Context: an optimization exercise on an open-source flow, tuned for small area. The choices shown serve that exercise and are no tape-out recipe.
Function was checked by simulation only, so behaviour that the tests miss may differ from the original.
No activity file was given, so power comes from the tool's default toggle rates.

Design rv_multicycle_core, start of the top module:
module rv_multicycle_core #(
  parameter logic [31:0] RESET_PC = 32'h0000_0000,
  parameter int unsigned ADDR_W   = 32
) (
  input  logic              clk,
  input  logic              rst,
  input  logic              run,
  input  logic              step,
  output logic [ADDR_W-1:0] mem_addr,
  output logic              mem_re,
  output logic              mem_we,
  output logic [31:0]       mem_wdata,
  input  logic [31:0]       mem_rdata,
  input  logic              mem_ready,
  input  logic [4:0]        dbg_sel,
  output logic [31:0]       dbg_data,
  output logic [31:0]       pc_dbg,
  output logic [31:0]       instr_dbg,
  output logic [2:0]        state_dbg,
  output logic              retire,
  output logic              halted
);
  localparam logic [2:0] StFetch  = 3'd0;
  localparam logic [2:0] StDecode = 3'd1;
  localparam logic [2:0] StExec   = 3'd2;
  localparam logic [2:0] StMem    = 3'd3;
  localparam logic [2:0] StWb     = 3'd4;
  localparam logic [2:0] StHalt   = 3'd5;
  logic [2:0]  state_q, state_d;
  logic [31:1] pc_q;
  logic [31:0] ir_q, acc_q;
  logic        step_pending_q;
  logic [4:0] rs1, rs2, rd;
  assign rd  = ir_q[11:7];
  assign rs1 = ir_q[19:15];
  assign rs2 = ir_q[24:20];
  logic st_fetch, st_decode, st_exec, st_mem, st_wb;
  assign st_fetch  = (state_q == StFetch);
  assign st_decode = (state_q == StDecode);
  assign st_exec   = (state_q == StExec);
  assign st_mem    = (state_q == StMem);
  assign st_wb     = (state_q == StWb);
  logic [6:0] opcode, funct7;
  logic [2:0] funct3;
  assign opcode = ir_q[6:0];
  assign funct3 = ir_q[14:12];
  assign funct7 = ir_q[31:25];
  logic f3_alu, legal;
  assign f3_alu = (funct3 == 3'b000) || (funct3 == 3'b111) ||
                  (funct3 == 3'b110) || (funct3 == 3'b010);
  always_comb begin
    case (opcode)
  ...
clock: 10.0 ns
lec_check: 0
cap_margin: 20
core_margin: 2
core_utilization: 55
cts_buf_list: sky130_fd_sc_hd__clkbuf_8
cts_cluster_diameter: 100
cts_cluster_size: 12
slew_margin: 20
synth_hierarchical: 1
standard.sh (not shown) runs the stock make flow with config.mk's settings and CLKGATE_MAP_FILE= SYNTH_SCRIPT=/design/flow/synth_recipe.tcl, a recipe that flattens the netlist after the stock synthesis.
==> flow/flow/run.sh <==
#!/bin/bash
# Own flow: the standard layout, except that synthesis maps the
# combinational logic with an area-oriented ABC script (registers are mapped
# by the unchanged ORFS synthesis before ABC runs) and the port buffers use
# the smallest buffer cell, and the clock tree uses no dummy loads.
set -euo pipefail
HERE=$(pwd)
export AREA_ABC_SCRIPT=$HERE/flow/area.abc
export BUFFER_PORTS_ARGS="-buffer_cell sky130_fd_sc_hd__buf_1"
export CTS_ARGS="-sink_clustering_enable -repair_clock_nets -sink_clustering_size 12 -sink_clustering_max_diameter 100 -buf_list sky130_fd_sc_hd__clkbuf_8 -dont_use_dummy_load"
# Synthesis: the make command of standard.sh with our synthesis script.
MAKECMD=$(grep '^make ' standard.sh | sed 's/ "\${@:-finish}"$//')
MAKECMD=${MAKECMD/SYNTH_SCRIPT=$HERE\/synth_recipe.tcl/SYNTH_SCRIPT=$HERE\/flow\/area_synth.tcl}
echo "$MAKECMD synth" > synth_cmd.log
eval "$MAKECMD synth" > synth.log 2>&1
# Everything after synthesis: the standard flow.
bash standard.sh > standard.log 2>&1
==> flow/flow/area.abc <==
&get -n
&st
&dch -f
&nf -a
&put
mfs2 -a
&get -n
&st
&dch -f
&nf -a
&put
mfs2 -a
&get -n
&st
&dch -f
&nf -a
&put
topo
stime -c
==> flow/flow/area_synth.tcl <==
# synth_recipe.tcl with a different ABC script for the combinational mapping:
# ORFS synth.tcl is read and run unchanged except for the abc call.
proc synth {args} { yosys synth -nofsm -noshare {*}$args }
set f [open $::env(SCRIPTS_DIR)/synth.tcl]
set txt [read $f]
close $f
set n [string first {log_cmd abc {*}$abc_args} $txt]
if { $n < 0 } { error "abc call not found in synth.tcl" }
set txt [string map [list {log_cmd abc {*}$abc_args} {set abc_args [lreplace $abc_args 1 1 $::env(AREA_ABC_SCRIPT)]; log_cmd abc {*}$abc_args}] $txt]
eval $txt
# left out here: clear keep_hierarchy, flatten, clean up, hide names made inside functions, write 1_2_yosys.v
==> next run, changes <==
--- a/flow/flow/run.sh
+++ b/flow/flow/run.sh
@@ -3,10 +3,9 @@
 # combinational logic with an area-oriented ABC script (registers are mapped
 # by the unchanged ORFS synthesis before ABC runs) and the port buffers use
-# the smallest buffer cell, and the clock tree uses no dummy loads.
+# the smallest buffer cell.
 set -euo pipefail
 HERE=$(pwd)
 export AREA_ABC_SCRIPT=$HERE/flow/area.abc
 export BUFFER_PORTS_ARGS="-buffer_cell sky130_fd_sc_hd__buf_1"
-export CTS_ARGS="-sink_clustering_enable -repair_clock_nets -sink_clustering_size 12 -sink_clustering_max_diameter 100 -buf_list sky130_fd_sc_hd__clkbuf_8 -dont_use_dummy_load"
 # Synthesis: the make command of standard.sh with our synthesis script.
 MAKECMD=$(grep '^make ' standard.sh | sed 's/ "\${@:-finish}"$//')
Outcome: The new run produced a clean layout. Setup slack is worse by 52 ps. Area after synthesis does not change. Die area stays the same. Wire length is about the same. Total power rose slightly. Cell count barely changes. Cell area is about the same. Clock skew goes down by 30 ps.

[separate check: timing with driven ports]
The flow's constraints put no driver on any port. The routed layouts listed below were extracted and timed again, unchanged, in two steps.
Step 1 (the two cells are an assumption about what drives the block):
set clk [get_ports {clk}]
set_driving_cell -lib_cell sky130_fd_sc_hd__clkbuf_16 $clk
set_driving_cell -lib_cell sky130_fd_sc_hd__buf_2 [delete_from_list [all_inputs] $clk]
Step 2 times the ports against the registers' clock, not the clock port: input delays grow and output delays shrink by t, the midpoint of the rising clock arrivals with the driver on.
a / b / c = no drivers / after step 1 / after step 2; a / b = the first two.
| run | shift t [ns] | slack for setup (ns) | worst data-port slew with drivers (ns) |
|---|---|---|---|
| the first run | 0.795 | 1.979 / 1.979 / 1.979 | 0.07 |
| the second run | 0.832 | 1.927 / 1.927 / 1.927 | 0.07 |
After both steps every run listed still meets setup and hold.
